From an optimization exercise on the open Yosys and OpenROAD flow, aimed at small area; shortcuts taken in it are not production practice.
In this exercise RTL edits were held to simulation tests only and were not proved equivalent to the original.
Power and IR drop assume default switching activity.

==> design.v <==
`default_nettype none
package taint_pkg;
    typedef enum logic [2:0] {
        op_and = 3'd0,
        op_or  = 3'd1,
        op_xor = 3'd2,
        op_add = 3'd3,
        op_sub = 3'd4,
        op_shl = 3'd5,
        op_shr = 3'd6
    } op_e;
    localparam int DEF_LANES     = 4;
    localparam int DEF_WIDTH     = 16;
    localparam int DEF_ADDR_BITS = 3;
    localparam int DEF_ROW_BITS = DEF_LANES * DEF_WIDTH;
    localparam int DEF_ROWS     = 2 ** DEF_ADDR_BITS;
    typedef logic [DEF_ROW_BITS-1:0] row_t;
endpackage
`default_nettype wire
`timescale 1ns/100ps
`default_nettype none
module operand_dispatch #(
    parameter int ADDR_BITS = 3
) (
    input  wire                      pos_clk,
    input  wire                      pos_arst,
    input  wire                      in_valid,
    input  wire                      in_valid_taint,
    input  wire [ADDR_BITS-1:0]      wr_addr,
    input  wire [ADDR_BITS-1:0]      wr_addr_taint,
    output logic                     st_valid,
    output logic                     st_valid_taint,
    output logic [ADDR_BITS-1:0]     st_addr,
    output logic                     st_addr_taint
);
    always_ff @(posedge pos_clk, posedge pos_arst) begin
        if (pos_arst) begin
            st_valid       <= 1'b0;
            st_valid_taint <= 1'b0;
        end else begin
            st_valid       <= in_valid;
            st_valid_taint <= in_valid_taint;
        end
    end
    always_ff @(posedge pos_clk) begin
        st_addr       <= wr_addr;
        st_addr_taint <= |wr_addr_taint;
    end
endmodule
`default_nettype wire
`timescale 1ns/100ps
`default_nettype none
module taint_lane #(
    parameter int WIDTH = 8
) (
    input  wire              pos_clk,
    input  wire              pos_arst,
    input  wire  [2:0]       in_op,
    input  wire  [WIDTH-1:0] in_a,
    input  wire  [WIDTH-1:0] in_a_taint,
    input  wire  [WIDTH-1:0] in_b,
    input  wire  [WIDTH-1:0] in_b_taint,
    input  wire              st_valid,
    input  wire              st_valid_taint,
    output logic [WIDTH-1:0] res_data,
    output logic [WIDTH-1:0] res_taint
);
    localparam int SH_BITS = (WIDTH > 1) ? $clog2(WIDTH) : 1;
    logic               sel_and, sel_or, sel_xor, sel_ar, sel_shl, sel_shr, sub;
    logic [SH_BITS-1:0] shamt;
    logic [WIDTH-1:0]   a, at, b, bt;
    logic [WIDTH-1:0]   bx, ax_lo, ax_hi, bx_lo, bx_hi;
    logic [WIDTH:0]     c, c_lo, c_hi;
    logic [WIDTH-1:0]   sum, arith_taint;
    logic [WIDTH-1:0]   shd_a, shd_at;
    logic               any_taint, bt_any;
    logic [WIDTH-1:0]   nxt_data, nxt_taint;
    logic [WIDTH-1:0]   pend_data, pend_taint;
    assign a  = in_a;
    assign at = in_a_taint;
    assign b  = in_b;
    assign bt = in_b_taint;
    assign sel_and = (in_op == taint_pkg::op_and);
    assign sel_or  = (in_op == taint_pkg::op_or);
    assign sel_ar  = (in_op == taint_pkg::op_add) || (in_op == taint_pkg::op_sub);
    assign sel_shl = (in_op == taint_pkg::op_shl);
    assign sel_shr = (in_op == taint_pkg::op_shr);
    assign sel_xor = !(sel_and || sel_or || sel_ar || sel_shl || sel_shr);
    assign sub     = (in_op == taint_pkg::op_sub);
    assign bx    = b ^ {WIDTH{sub}};
    assign ax_lo = a & ~at;
    assign ax_hi = a | at;
    assign bx_lo = bx & ~bt;
    assign bx_hi = bx | bt;
    logic [WIDTH-1:0] g, p;
    assign g = a & bx;
    assign p = a ^ bx;
    assign c[0]    = sub;
    assign c_lo[0] = sub;
    assign c_hi[0] = sub;
    for (genvar i = 0; i < WIDTH; i++) begin : g_bit
        assign sum[i] = p[i] ^ c[i];
        if (i % 2 == 0) begin : g_even
            assign c[i+1] = g[i] | (p[i] & c[i]);
        end else begin : g_odd
            assign c[i+1] = g[i] | (p[i] & g[i-1]) | (p[i] & p[i-1] & c[i-1]);
        end
        assign c_lo[i+1] = (ax_lo[i] & bx_lo[i]) | (c_lo[i] & (ax_lo[i] | bx_lo[i]));
        assign c_hi[i+1] = (ax_hi[i] & bx_hi[i]) | (c_hi[i] & (ax_hi[i] | bx_hi[i]));
        assign arith_taint[i] = (c_lo[i] ^ c_hi[i]) | at[i] | bt[i];
    end
    logic [SH_BITS-1:0] rot;
    logic [WIDTH-1:0]   rot_a [SH_BITS+1];
    logic [WIDTH-1:0]   rot_at [SH_BITS+1];
    logic [WIDTH-1:0]   sh_mask;
    assign shamt     = b[SH_BITS-1:0];
    assign rot       = sel_shr ? -shamt : shamt;
    assign rot_a[0]  = a;
    assign rot_at[0] = at;
    for (genvar k = 0; k < SH_BITS; k++) begin : g_stage
        for (genvar i = 0; i < WIDTH; i++) begin : g_bit
            localparam int J = (i + WIDTH - (1 << k)) % WIDTH;
            assign rot_a[k+1][i]  = rot[k] ? rot_a[k][J]  : rot_a[k][i];
            assign rot_at[k+1][i] = rot[k] ? rot_at[k][J] : rot_at[k][i];
        end
    end
    for (genvar i = 0; i < WIDTH; i++) begin : g_mask
        assign sh_mask[i] = sel_shr ? (i <= WIDTH - 1 - shamt) : (i >= shamt);
    end
    assign shd_a  = rot_a[SH_BITS] & sh_mask;
    assign shd_at = rot_at[SH_BITS] & sh_mask;
    assign bt_any    = |bt;
    assign any_taint = (|at) | bt_any;
    assign nxt_data = ({WIDTH{sel_and}} & (a & b))
                    | ({WIDTH{sel_or}}  & (a | b))
                    | ({WIDTH{sel_xor}} & (a ^ b))
                    | ({WIDTH{sel_ar}}  & sum)
                    | ({WIDTH{sel_shl | sel_shr}} & shd_a);
    assign nxt_taint = ({WIDTH{sel_and}} & ((at & (b | bt)) | (bt & (a | at))))
                     | ({WIDTH{sel_or}}  & ((at & ~(b & ~bt)) | (bt & ~(a & ~at))))
                     | ({WIDTH{sel_xor & any_taint}})
                     | ({WIDTH{sel_ar}}  & arith_taint)
                     | ({WIDTH{sel_shl | sel_shr}} & (shd_at | {WIDTH{bt_any}}));
    always_ff @(posedge pos_clk) begin
        pend_data  <= nxt_data;
        pend_taint <= nxt_taint;
    end
    always_ff @(posedge pos_clk, posedge pos_arst) begin
        if (pos_arst) begin
            res_data  <= '0;
            res_taint <= '0;
        end else begin
            if (st_valid) begin
                res_data <= pend_data;
            end
            res_taint <= (st_valid ? pend_taint : res_taint)
                       | ({WIDTH{st_valid_taint}} & (pend_data ^ res_data));
        end
    end
endmodule
`default_nettype wire
`timescale 1ns/100ps
`default_nettype none
module taint_table #(
    parameter int LANES     = 4,
    parameter int WIDTH     = 8,
    parameter int ADDR_BITS = 3
) (
    input  wire                      pos_clk,
    input  wire                      pos_arst,
    input  wire                      wr_valid,
    input  wire  [ADDR_BITS-1:0]     st_addr,
    input  wire                      st_addr_taint,
    input  wire  [LANES*WIDTH-1:0]   row_taint,
    input  wire  [ADDR_BITS-1:0]     rd_addr,
    input  wire  [ADDR_BITS-1:0]     rd_addr_taint,
    output logic [LANES*WIDTH-1:0]   rd_taint,
    output logic [ADDR_BITS:0]       taint_count
);
    localparam int ROW_BITS = LANES * WIDTH;
    localparam int ROWS     = 2 ** ADDR_BITS;
    logic [ROW_BITS-1:0]  rows [ROWS];
    logic [ROWS-1:0]      nz;
    logic [ADDR_BITS-1:0] wr_addr_q;
    logic                 wr_addr_taint_q;
    logic [ROW_BITS-1:0]  wr_row;
    always_ff @(posedge pos_clk) begin
        wr_addr_q       <= st_addr;
        wr_addr_taint_q <= st_addr_taint;
    end
    assign wr_row = wr_addr_taint_q ? {ROW_BITS{1'b1}} : row_taint;
    always_ff @(posedge pos_clk, posedge pos_arst) begin
        if (pos_arst) begin
            nz <= '0;
        end else if (wr_valid) begin
            nz[wr_addr_q] <= |wr_row;
        end
    end
    always_ff @(posedge pos_clk) begin
        if (wr_valid) begin
            rows[wr_addr_q] <= wr_row;
        end
    end
    always_comb begin
        taint_count = '0;
        for (int i = 0; i < ROWS; i++) begin
            taint_count = taint_count + nz[i];
        end
    end
    assign rd_taint = (|rd_addr_taint) ? {ROW_BITS{1'b1}}
                    : (nz[rd_addr] ? rows[rd_addr] : '0);
endmodule
`default_nettype wire
`timescale 1ns/100ps
`default_nettype none
module taint_alu_array #(
    parameter int LANES     = taint_pkg::DEF_LANES,
    parameter int WIDTH     = taint_pkg::DEF_WIDTH,
    parameter int ADDR_BITS = taint_pkg::DEF_ADDR_BITS
) (
    input  wire                      pos_clk,
    input  wire                      pos_arst,
    input  wire                      in_valid,
    input  wire                      in_valid_taint,
    input  wire [2:0]                op,
    input  wire [LANES*WIDTH-1:0]    a_data,
    input  wire [LANES*WIDTH-1:0]    a_taint,
    input  wire [LANES*WIDTH-1:0]    b_data,
    input  wire [LANES*WIDTH-1:0]    b_taint,
    input  wire [ADDR_BITS-1:0]      wr_addr,
    input  wire [ADDR_BITS-1:0]      wr_addr_taint,
    input  wire [ADDR_BITS-1:0]      rd_addr,
    input  wire [ADDR_BITS-1:0]      rd_addr_taint,
    output wire                      out_valid,
    output wire [LANES*WIDTH-1:0]    res_data,
    output wire [LANES*WIDTH-1:0]    res_taint,
    output wire [LANES*WIDTH-1:0]    rd_taint,
    output wire [ADDR_BITS:0]        taint_count
);
    wire                 st_valid;
    wire                 st_valid_taint;
    wire [ADDR_BITS-1:0] st_addr;
    wire                 st_addr_taint;
    logic                res_valid;
    operand_dispatch #(
        .ADDR_BITS (ADDR_BITS)
    ) i_operand_dispatch (
        .pos_clk        (pos_clk),
        .pos_arst       (pos_arst),
        .in_valid       (in_valid),
        .in_valid_taint (in_valid_taint),
        .wr_addr        (wr_addr),
        .wr_addr_taint  (wr_addr_taint),
        .st_valid       (st_valid),
        .st_valid_taint (st_valid_taint),
        .st_addr        (st_addr),
        .st_addr_taint  (st_addr_taint)
    );
    for (genvar g = 0; g < LANES; g++) begin : g_lane
        taint_lane #(.WIDTH(WIDTH)) i_taint_lane (
            .pos_clk        (pos_clk),
            .pos_arst       (pos_arst),
            .in_op          (op),
            .in_a           (a_data[g*WIDTH +: WIDTH]),
            .in_a_taint     (a_taint[g*WIDTH +: WIDTH]),
            .in_b           (b_data[g*WIDTH +: WIDTH]),
            .in_b_taint     (b_taint[g*WIDTH +: WIDTH]),
            .st_valid       (st_valid),
            .st_valid_taint (st_valid_taint),
            .res_data       (res_data[g*WIDTH +: WIDTH]),
            .res_taint      (res_taint[g*WIDTH +: WIDTH])
        );
    end
    always_ff @(posedge pos_clk, posedge pos_arst) begin
        if (pos_arst) begin
            res_valid <= 1'b0;
        end else begin
            res_valid <= st_valid;
        end
    end
    assign out_valid = res_valid;
    taint_table #(
        .LANES     (LANES),
        .WIDTH     (WIDTH),
        .ADDR_BITS (ADDR_BITS)
    ) i_taint_table (
        .pos_clk       (pos_clk),
        .pos_arst      (pos_arst),
        .wr_valid      (res_valid),
        .st_addr       (st_addr),
        .st_addr_taint (st_addr_taint),
        .row_taint     (res_taint),
        .rd_addr       (rd_addr),
        .rd_addr_taint (rd_addr_taint),
        .rd_taint      (rd_taint),
        .taint_count   (taint_count)
    );
endmodule
`default_nettype wire
==> run.sh <==
#!/bin/bash
# synth_recipe.tcl (not shown) runs the flow's synth.tcl, then flattens the netlist and writes it again
# the make line also repeats each setting of config.mk as NAME=value (left out here)
make -C /OpenROAD-flow-scripts/flow DESIGN_CONFIG=/design/flow/config.mk WORK_HOME=/design/flow/orfs CLKGATE_MAP_FILE= SYNTH_SCRIPT=/design/flow/synth_recipe.tcl finish
==> config.mk <==
export PLATFORM = sky130hd
export DESIGN_NAME = taint_alu_array
export DESIGN_NICKNAME = taint_alu_array
export VERILOG_FILES = /design/flow/design.v
export SDC_FILE = /design/flow/constraint.sdc
export NUM_CORES = 4
export LEC_CHECK = 0
export CAP_MARGIN = 20
export CORE_MARGIN = 2
export CORE_UTILIZATION = 40
export SLEW_MARGIN = 20
==> constraint.sdc <==
create_clock -name core_clock -period 6.0 [get_ports {pos_clk}]
set_input_delay 1.2000 -clock core_clock [delete_from_list [all_inputs] [get_ports {pos_clk}]]
set_output_delay 1.2000 -clock core_clock [all_outputs]
set_load 0.01 [all_outputs]
==> metrics.md, run 1 <==
| Metric | Value |
|---|---|
| Multi-input logic area | `28,600 um^2` |
| Hold Path Class | `register to register` |
| Initial Util | `40.3%` |
| Crit Path Max Fanout | `3` |
| Synth top area share | `29.5%` |
| Total Nets Final | `5,865` |
| Register bit count reported by yosys | `787` |
| Site Rows | `132` |
| Dpl hpwl | `150,000 um` |
| Share of cells above drive strength 1 | `12.6%` |
| Pin count of the biggest net entering global routing | `181` |
| Slew @ Worst Pin | `1.08 ns` |
| CTS Buffer Depth | `3` |
| DRC | `0` |
| Filler instances | `12.0k` |
| Max_cap viols | `0` |
| Total number of vias | `44.2k` |
| CTS tree | `built` |
| Root buffer cell | `clkbuf_16` |
| Starting DRT DRC Count | `5,135` |
| Storage cell area | `21,600 um^2` |
| Setup-failing EPs final | `0` |
| Power share of the combinational group | `28.0%` |
| Hold buffer count at cts | `0` |
| IO Port Bufs | `471` |
| Synth Net Count | `5,539` |
| H-Tree Depth | `3` |
| Setup WS post-layout | `0.997 ns` |
| First-pass detailed-route iteration total | `6` |
| Final Max Tran Viols | `0` |
| Clock share of power | `30.9%` |
| Clock sinks | `787` |
| WP data required | `4.80 ns` |
| Area contributors post-synth | `edfxtp_1 (29%), mux2i_1 (7.6%), dfrtp_1 (6.7%)` |
| EDFF count, synth | `512` |
| Leak | `22.2 nW` |
| Worst skew pair latency | `0.64 ns` |
| Sw Ratio | `32.6%` |
| Crit Path Class | `register to output pin` |
| Post-synth cell types | `94` |
| Num CTS Buffers | `80` |
| Top FF cell, synth | `edfxtp_1` |
| Via/cell ratio | `6.17` |
| Mapped Avg Cell Area | `10.4 um^2` |
| Final hold violations | `0` |
| Sequential share of the synthesized area | `41.3%` |
| GRT Total Usage | `29.5%` |
| Number of global-route vias before repair | `41.6k` |
| Setup tns final | `0 ns` |
| Die outline height | `365 um` |
| CORE AREA | `129,000 um^2` |
| Placed cell count | `7,007` |
| Worst VDD drop | `0.220 mV` |
| Post-synthesis instance area | `52,200 um^2` |
| Area Growth Syn to Fin | `18.5%` |
| Clock transition at path regs | `0.06 ns` |
| PwrDens | `261 nW/um^2` |
| Synthesis warning total | `6` |
| Post_cts resized | `0` |
| F_max | `200 MHz` |
| Post-synth top area cell | `edfxtp_1` |
| Tcrit/Tclk final | `83.4%` |
| Io pins | `472` |
| Status | `finished clean` |
| Setup WS pre-CTS | `0.649 ns` |
| First-pass GRT wire length | `291,000 um` |
| CP Capture Type | `output pin` |
| Routability cong. | `0.972` |
| Setup Skew | `0.0231 ns` |
| Psw | `5.28 mW` |
| Finished Layout Cells | `7,162` |
| Startpoint Class | `register` |
| Total routed wirelength | `203,000 um` |
| CP arrival | `3.80 ns` |
| Synth Instances | `5,021` |
| Relative slew slack | `27.9%` |
| DR WL/cell | `28.3 um` |
| Asr flop ratio synth | `17.7%` |
| Antenna-violating nets left | `0` |
| DIE AREA | `133,000 um^2` |
| Post-CTS Setup Bufs | `0` |
| Commonest cells after routing, fill and taps aside | `edfxtp_1 (512), clkdlybuf4s50_1 (464), nand2_1 (443)` |
| Minimum clock period | `5.00 ns` |
| Initial antenna violation count | `31` |
| Commonest non-fill, non-tap cell in the layout | `edfxtp_1` |
| Final core utilization | `47.8%` |
| Total grt overflow | `0` |
| Die X | `365 um` |
| Seq pwr share | `41.1%` |
| RSZ-0062 raised after global routing | `false` |
| Internal power | `10.9 mW` |
-- cells by family after synthesis --
logic type / share of synthesized area [%]
adders and majority gates: 6.63
and+or+nand+nor: 11.5
buffers and inverters: 4.33
muxes: 15.9
DFF: 41.3
AOI/OAI and AO/OA: 17.2
xor gates and xnor gates: 3.08
-- synthesized netlist by cell type (92+ instances only) --
| library cell | n |
|---|---|
| edfxtp_1 | 512 |
| nand2_1 | 445 |
| mux2i_1 | 398 |
| nor2_1 | 331 |
| o21ai_0 | 293 |
| clkbuf_1 | 287 |
| a21oi_1 | 227 |
| ha_1 | 211 |
| inv_1 | 186 |
| mux4_2 | 146 |
| dfrtp_1 | 139 |
| dfxtp_1 | 136 |
| a221oi_1 | 125 |
| xnor2_1 | 107 |
| mux2_2 | 92 |
-- sequential cells by signal (all words and copies together) (netlist names) --
signal and cells:
i_taint_table.rows 512, g_lane.i_taint_lane.pend_data 64, g_lane.i_taint_lane.pend_taint 64, g_lane.i_taint_lane.res_data 64, g_lane.i_taint_lane.res_taint 64, i_taint_table.nz 8, i_operand_dispatch.st_addr 3, i_taint_table.wr_addr_q 3
i_operand_dispatch.st_addr_taint 1, i_operand_dispatch.st_valid 1, i_operand_dispatch.st_valid_taint 1, i_taint_table.wr_addr_taint_q 1, res_valid 1
-- path summary, 6_finish.rpt --
path                                                     from                                   to  slack (ns)  depth (start not counted)
worst max-delay path                      i_taint_table.nz[0]                       taint_count[1]         1.0                         10
worst min-delay path            i_operand_dispatch.st_addr[0]           i_taint_table.wr_addr_q[0]        0.33                          0
worst max register to register  i_taint_table.wr_addr_taint_q                  i_taint_table.nz[0]        3.17                          7
worst min register to register  i_operand_dispatch.st_addr[0]           i_taint_table.wr_addr_q[0]        0.33                          0
max in group asynchronous                            pos_arst  g_lane[1].i_taint_lane.res_taint[4]        4.11                          3
min in group asynchronous                            pos_arst  g_lane[3].i_taint_lane.res_taint[6]        0.92                          2
-- power by group through the flow --
stage / Combinational, mW / Clock [mW] / Sequential (mW)
floorplan: 2.45 / 0 / 6.56
global placement: 4.42 / 0 / 6.75
detailed placement: 4.45 / 0 / 6.76
CTS: 4.47 / 5.10 / 6.65
global route: 4.85 / 5.31 / 6.68
finish: 4.52 / 5.00 / 6.64
-- metrics by stage --
step	power [mW]	hold WS, ns	cell area [um^2]
2_1_floorplan	9.01	0.310	52200
3_3_place_gp	11.2	0.310	59200
3_5_place_dp	11.2	0.316	59200
4_1_cts	16.2	0.327	61800
5_1_grt	16.8	0.330	61800
6_report	16.2	0.329	61900
-- worst max-delay path, cell delays in order (launching register included) --
cell,delay [ns]
dfrtp_1,0.40
ha_1,0.30
inv_1,0.07
fa_1,0.42
fa_1,0.49
inv_1,0.04
fa_1,0.38
inv_1,0.08
fa_1,0.40
inv_1,0.06
clkdlybuf4s50_1,0.53
-- per-layer routing --
metal	global-route usage (%)	wire, um	vias up
met4	9.11	6680	20
met3	6.20	19700	341
met1	40.8	84300	22000
li1	-	-	19700
met2	46.3	91800	2128
met5	0	134	-
-- area by class of cell --
class,instances,area share (%)
sequential,787,34.9
clock inverter,41,0.706
timing repair buffer,630,9.83
antenna,10,0.0405
tap,1742,3.52
multi-input combinational,3648,46.3
inverter,200,1.22
clock buffer,104,3.50
==> run 2: changes to the inputs <==
--- a/design.v
+++ b/design.v
@@ -182,3 +182,6 @@
     logic [ROW_BITS-1:0]  rows [ROWS];
+    logic [ROW_BITS-1:0]  rows_d [ROWS];
     logic [ROWS-1:0]      nz;
+    logic [ROWS-1:0]      we;
+    logic [ROWS-1:0]      rd_sel;
     logic [ADDR_BITS-1:0] wr_addr_q;
@@ -186,2 +189,3 @@
     logic [ROW_BITS-1:0]  wr_row;
+    logic                 rd_poison;
     always_ff @(posedge pos_clk) begin
@@ -191,13 +195,16 @@
     assign wr_row = wr_addr_taint_q ? {ROW_BITS{1'b1}} : row_taint;
-    always_ff @(posedge pos_clk, posedge pos_arst) begin
-        if (pos_arst) begin
-            nz <= '0;
-        end else if (wr_valid) begin
-            nz[wr_addr_q] <= |wr_row;
+    for (genvar r = 0; r < ROWS; r++) begin : g_row
+        assign we[r] = wr_valid && (wr_addr_q == r);
+        assign rows_d[r] = we[r] ? wr_row : rows[r];
+        always_ff @(posedge pos_clk) begin
+            rows[r] <= rows_d[r];
         end
-    end
-    always_ff @(posedge pos_clk) begin
-        if (wr_valid) begin
-            rows[wr_addr_q] <= wr_row;
+        always_ff @(posedge pos_clk, posedge pos_arst) begin
+            if (pos_arst) begin
+                nz[r] <= 1'b0;
+            end else if (we[r]) begin
+                nz[r] <= |wr_row;
+            end
         end
+        assign rd_sel[r] = nz[r] && (rd_addr == r);
     end
@@ -209,4 +216,9 @@
     end
-    assign rd_taint = (|rd_addr_taint) ? {ROW_BITS{1'b1}}
-                    : (nz[rd_addr] ? rows[rd_addr] : '0);
+    assign rd_poison = |rd_addr_taint;
+    always_comb begin
+        rd_taint = {ROW_BITS{rd_poison}};
+        for (int i = 0; i < ROWS; i++) begin
+            rd_taint = rd_taint | ({ROW_BITS{rd_sel[i]}} & rows[i]);
+        end
+    end
 endmodule
--- a/config.mk
+++ b/config.mk
@@ -9,3 +9,4 @@
 export CORE_MARGIN = 2
-export CORE_UTILIZATION = 40
+export CORE_UTILIZATION = 70
+export CTS_BUF_LIST = sky130_fd_sc_hd__clkbuf_4 sky130_fd_sc_hd__clkbuf_8
 export SLEW_MARGIN = 20
==> run 2 against run 1 <==
  * The flow now stops in global routing (5_1_grt)
  * Synthesized cell count is 0.50% higher
  * Area after synthesis decreased by 4.4%
==> metrics.md, run 2 <==
| Metric | Value |
|---|---|
| EDFF count, synth | `512 (unchanged)` |
| Mapped Avg Cell Area | `9.89 um^2 (was 10.4 um^2)` |
| Root buffer cell | `clkbuf_8 (was clkbuf_16)` |
| Sequential share of the synthesized area | `43.2% (was 41.3%)` |
| Post-GRT worst EP | `g_lane[0].i_taint_lane.pend_taint[15]$_DFF_P_/D` |
| Synth Net Count | `5,560 (was 5,539)` |
| Post-CTS Setup Bufs | `0 (unchanged)` |
| Synthesis warning total | `8 (was 6)` |
| Placed cell count | `6,193 (was 7,007)` |
| Synth top area share | `30.8% (was 29.5%)` |
| Status | `aborted with a tool error (was finished clean)` |
| Worst ep type | `register data pin` |
| Area contributors post-synth | `edfxtp_1 (31%), dfrtp_1 (7.0%), mux2i_1 (6.6%) (was edfxtp_1 (29%), mux2i_1 (7.6%), dfrtp_1 (6.7%))` |
| Initial Util | `71.0% (was 40.3%)` |
| Post-synth top area cell | `edfxtp_1 (unchanged)` |
| Io pins | `472 (unchanged)` |
| Total grt overflow | `145` |
| IO Port Bufs | `471 (unchanged)` |
| Synth Instances | `5,046 (was 5,021)` |
| Register bit count reported by yosys | `787 (unchanged)` |
| Post_cts resized | `0 (unchanged)` |
| Post-synthesis instance area | `49,900 um^2 (was 52,200 um^2)` |
| Dpl hpwl | `136,000 um (was 150,000 um)` |
| Initial antenna violation count | `66` |
| Site Rows | `97 (was 132)` |
| Top-count cell post-synth | `edfxtp_1 (unchanged)` |
| Asr flop ratio synth | `17.7% (unchanged)` |
| Die outline height | `271 um (was 365 um)` |
| Pin count of the biggest net entering global routing | `194` |
| Top FF cell, synth | `edfxtp_1 (unchanged)` |
| Top cells by count, synth | `edfxtp_1 (512), nand2_1 (420), nor2_1 (356) (was edfxtp_1 (512), nand2_1 (445), mux2i_1 (398))` |
| Stop stage | `global routing (5_1_grt)` |
| Clock sinks | `787 (unchanged)` |
| Routability cong. | `1.08 (was 0.972)` |
| Die X | `271 um (was 365 um)` |
| Hold buffer count at cts | `0 (unchanged)` |
| Err | `[ERROR GRT-0232] Routing congestion too high. Check the congestion heatmap in the GUI.` |
| H-Tree Depth | `3 (unchanged)` |
| GRT Total Usage | `78.1%` |
| CTS Buffer Depth | `3 (unchanged)` |
| Num CTS Buffers | `106 (was 80)` |
| Post-synth cell types | `91 (was 94)` |
## run 2: changes by cell type after synthesis, moves of 27 or more
cell,change
mux4_2,-146
a21oi_1,+125
o21ai_0,-115
mux2i_1,-69
a22o_1,+66
a221oi_1,+57
a222oi_1,+52
a22oi_1,+46
clkbuf_1,+42
nand3_1,+39
o211ai_1,+34
o22a_1,-29
nand4_1,+27
## run 2: routing by layer
metal | GRT overflow | track usage [%]
met1 | 18 | 81.9
met2 | 50 | 91.7
met3 | 13 | 66.6
met4 | 63 | 66.1
met5 | 1 | 42.5
## run 2: worst max path at each step
stage	slack, ns	cells past startpoint	from	to
after floorplan	0.02	28	op[0]	g_lane[3].i_taint_lane.pend_data[15]
after detailed placement	0.11	19	op[1]	g_lane[0].i_taint_lane.pend_data[15]
after global placement	0.27	19	op[1]	g_lane[1].i_taint_lane.pend_data[15]
after CTS	0.61	10	i_taint_table.nz[1]	taint_count[1]
## run 2: metrics by stage
step	utilization, %	power, mW	cell area, um^2	worst slack [ns]
after floorplan	-	8.86	49900	0.0192
after global placement	79.3	10.6	55700	0.271
after detailed placement	79.3	10.8	55700	0.108
after CTS	82.5	15.3	58000	0.608
## run 2: kinds of logic after synthesis
kind of cell	after synthesis	synth area share, %
AOI/OAI and AO/OA	1478	21.1
and+or+nand+nor	1326	12.5
DFF	787	43.2
buffers and inverters	603	4.68
muxes	397	8.13
adders and majority gates	273	7.17
xor gates and xnor gates	182	3.25
## run 2: power by group through the flow
stage / clock, mW / combinational [mW] / sequential, mW
after global placement: 0 / 3.97 / 6.65
after CTS: 4.39 / 4.28 / 6.63
after floorplan: 0 / 2.29 / 6.57
after detailed placement: 0 / 4.12 / 6.69
==> run 3: changes to the inputs <==
--- a/config.mk
+++ b/config.mk
@@ -7,6 +7,5 @@
 export LEC_CHECK = 0
-export CAP_MARGIN = 20
+export CAP_MARGIN = 0
 export CORE_MARGIN = 2
-export CORE_UTILIZATION = 70
-export CTS_BUF_LIST = sky130_fd_sc_hd__clkbuf_4 sky130_fd_sc_hd__clkbuf_8
-export SLEW_MARGIN = 20
+export CORE_UTILIZATION = 60
+export SLEW_MARGIN = 0
==> run 3 against run 2 <==
  * The run now finishes clean
  * Synthesized cell count unchanged
  * Area after synthesis unchanged
==> metrics.md, run 3 <==
| Metric | Value |
|---|---|
| Status | `finished clean (was aborted with a tool error)` |
| F_max | `194 MHz` |
| Post-CTS Setup Bufs | `0 (unchanged)` |
| Register bit count reported by yosys | `787 (unchanged)` |
| Worst skew pair latency | `0.62 ns` |
| Setup-failing EPs final | `0` |
| RSZ-0062 raised after global routing | `false` |
| Final hold violations | `0` |
| Hold buffer count at cts | `0 (unchanged)` |
| CTS tree | `built` |
| DIE AREA | `85,500 um^2` |
| CP arrival | `3.97 ns` |
| Leak | `21.3 nW` |
| Synth top area share | `30.8% (unchanged)` |
| H-Tree Depth | `3 (unchanged)` |
| CTS Buffer Depth | `3 (unchanged)` |
| Startpoint Class | `input port` |
| Post_cts resized | `0 (unchanged)` |
| Area contributors post-synth | `edfxtp_1 (31%), dfrtp_1 (7.0%), mux2i_1 (6.6%) (unchanged)` |
| GRT Total Usage | `42.6%` |
| Mapped Avg Cell Area | `9.89 um^2 (unchanged)` |
| Biggest register | `i_taint_table.rows` |
| Starting DRT DRC Count | `6,360` |
| Clock sinks | `787 (unchanged)` |
| Cell mode on critical path | `clkdlybuf4s50_1` |
| Synth Instances | `5,046 (unchanged)` |
| Initial Util | `60.7% (was 71.0%)` |
| DR WL/cell | `28.9 um` |
| Clock transition at path regs | `0.06 ns` |
| WP data required | `4.80 ns` |
| Top FF cell, synth | `edfxtp_1 (unchanged)` |
| Die outline height | `292 um (was 271 um)` |
| Slowest cell delay on critical path | `0.87 ns` |
| Hold Path Class | `register to register` |
| Pin count of the biggest net entering global routing | `194` |
| Crit Path Class | `input port to output pin` |
| Minimum clock period | `5.17 ns` |
| Top-count cell post-synth | `edfxtp_1 (unchanged)` |
| Worst VDD drop | `0.248 mV` |
| Filler instances | `5,887` |
| Final Max Tran Viols | `0` |
| Root buffer cell | `clkbuf_16 (was clkbuf_8)` |
| Commonest non-fill, non-tap cell in the layout | `edfxtp_1` |
| Antenna-violating nets left | `0` |
| Sequential share of the synthesized area | `43.2% (unchanged)` |
| Max_cap viols | `0` |
| First-pass GRT wire length | `274,000 um` |
| Commonest cells after routing, fill and taps aside | `edfxtp_1 (512), clkdlybuf4s50_1 (468), nand2_1 (419)` |
| Initial antenna violation count | `43` |
| Top cells by count, synth | `edfxtp_1 (512), nand2_1 (420), nor2_1 (356) (unchanged)` |
| Total number of vias | `45.6k` |
| PwrDens | `264 nW/um^2` |
| Tcrit/Tclk final | `86.1%` |
| Setup WS post-layout | `0.834 ns` |
| CP Capture Type | `output pin` |
| Post-synth cell types | `91 (unchanged)` |
| Synth Net Count | `5,560 (unchanged)` |
| Relative slew slack | `29.3%` |
| Setup tns final | `0 ns` |
| Io pins | `472 (unchanged)` |
| Asr flop ratio synth | `17.7% (unchanged)` |
| Dpl hpwl | `133,000 um (was 136,000 um)` |
| Total Nets Final | `5,860` |
| Largest register FFs | `512` |
| Total grt overflow | `0` |
| Critical-path cell list | `clkdlybuf4s50_1, and4b_2, buf_4, a222oi_1, nand3_1, clkdlybuf4s50_1` |
| DRC | `0` |
| Via/cell ratio | `7.01` |
| Slew @ Worst Pin | `1.06 ns` |
| Post-synth top area cell | `edfxtp_1 (unchanged)` |
| Crit Path Max Fanout | `28` |
| Post-synthesis instance area | `49,900 um^2 (unchanged)` |
| Synthesis warning total | `8 (unchanged)` |
| Area Growth Syn to Fin | `17.3%` |
| Share of cells above drive strength 1 | `9.27%` |
| Die X | `292 um (was 271 um)` |
| Total routed wirelength | `188,000 um` |
| Crit path max-delay cell type | `and4b_2` |
| First-pass detailed-route iteration total | `9` |
| Routability cong. | `1.04 (was 1.08)` |
| Site Rows | `105 (was 97)` |
| CORE AREA | `82,200 um^2` |
| Setup WS pre-CTS | `0.444 ns (was 0.108 ns)` |
| Setup Skew | `0.0363 ns` |
| Number of global-route vias before repair | `42.1k` |
| IO Port Bufs | `471 (unchanged)` |
| EDFF count, synth | `512 (unchanged)` |
| Num CTS Buffers | `72 (was 106)` |
run 3: cell counts after synthesis:
No cell type changed its count.
run 3: layout make-up:
class | count | area, um^2 | area share [%]
antenna | 30 | 75.1 | 0.128
clock buffer | 94 | 1960 | 3.35
clock inverter | 39 | 407 | 0.695
inverter | 200 | 757 | 1.29
multi-input combinational | 3656 | 26300 | 44.9
sequential | 787 | 21600 | 36.9
tap | 1070 | 1340 | 2.29
timing repair buffer | 629 | 6130 | 10.5
run 3: cells by family (layout without fill, tap and decap cells):
| family | count (synthesis) | in the layout | share of synthesized area [%] |
|---|---|---|---|
| and+or+nand+nor | 1326 | 1326 | 12.5 |
| xor gates and xnor gates | 182 | 182 | 3.25 |
| buffers and inverters | 603 | 962 | 4.68 |
| adders and majority gates | 273 | 273 | 7.17 |
| other | 0 | 30 | 0 |
| AOI/OAI and AO/OA | 1478 | 1478 | 21.1 |
| muxes | 397 | 397 | 8.13 |
| DFF | 787 | 787 | 43.2 |
run 3: report_power, final:
group | internal (mW) | switching [mW]
clock network | 2.52 | 2.04
logic | 1.81 | 2.46
registers | 6.14 | 0.455
run 3: critical path, delay by kind of cell:
family,cells,cell delay [ns]
buffers and inverters,3,1.55
AND/OR/NAND/NOR,2,1.05
AO/OA/AOI/OAI,1,0.13
run 3: final timing paths:
path	slack, ns	cells past startpoint	start	endpoint
min	0.33	0	i_operand_dispatch.st_addr_taint	i_taint_table.wr_addr_taint_q
min in group asynchronous	1.04	2	pos_arst	i_taint_table.nz[4]
max in group asynchronous	3.83	3	pos_arst	i_operand_dispatch.st_valid_taint
max	0.83	6	rd_addr[0]	rd_taint[13]
max reg2reg	2.90	5	g_lane[1].i_taint_lane.res_taint[1]	i_taint_table.nz[1]
min reg2reg	0.33	0	i_operand_dispatch.st_addr_taint	i_taint_table.wr_addr_taint_q
run 3: stage by stage:
stage	cell area (um^2)	power [mW]	std cells	hold slack (ns)	utilization, %
final	58500	15.4	6505	0.326	71.2
after global routing	58500	15.9	6498	0.338	71.2
after detailed placement	56100	10.8	6342	0.314	68.2
after global placement	56100	10.7	6342	0.310	68.2
after CTS	58500	15.3	6475	0.328	71.1
after floorplan	49900	8.86	5046	0.310	-
run 3: layer usage:
metal  share of wire [%]  vias up  track usage, %  routed length, um
li1                    -    19800               -                  -
met1                  38    21700            58.6              71000
met2                  43     3539            63.2              81700
met3                  14      537            11.8              26300
met4                 4.7       22            18.4               8850
met5               0.075        -               0                141

-- separate check: timing with driven ports --
In the flow no input, the clock included, has a driving cell. The finished layouts below were timed again as built, in two steps. Step 1 sets driving cells, clkbuf_16 on the clock port and buf_2 on the other inputs (assumed; they add their load-dependent delay and slew). Step 2, shift: input delay + t, output delay - t, t = (earliest + latest rising clock arrival at the registers) / 2. This alone moves slack from input paths to output paths. Slacks: ideal ports / drivers / drivers and shift; pairs: ideal ports / drivers.
run	shift t [ns]	setup slack, ns	worst hold slack (ns)	worst register clock-pin slew, ns	worst slew at a driven data input, ns
run 1	0.706	0.997 / 0.923 / 0.434	0.329 / 0.329 / 0.329	0.08 / 0.08	0.20
run 3	0.659	0.834 / 0.805 / 0.383	0.326 / 0.326 / 0.326	0.08 / 0.08	0.13
After both steps every run listed still meets setup and hold. For run 1, which loses most, drivers alone change the setup slack by -0.074 ns; drivers and shift together by -0.563 ns.
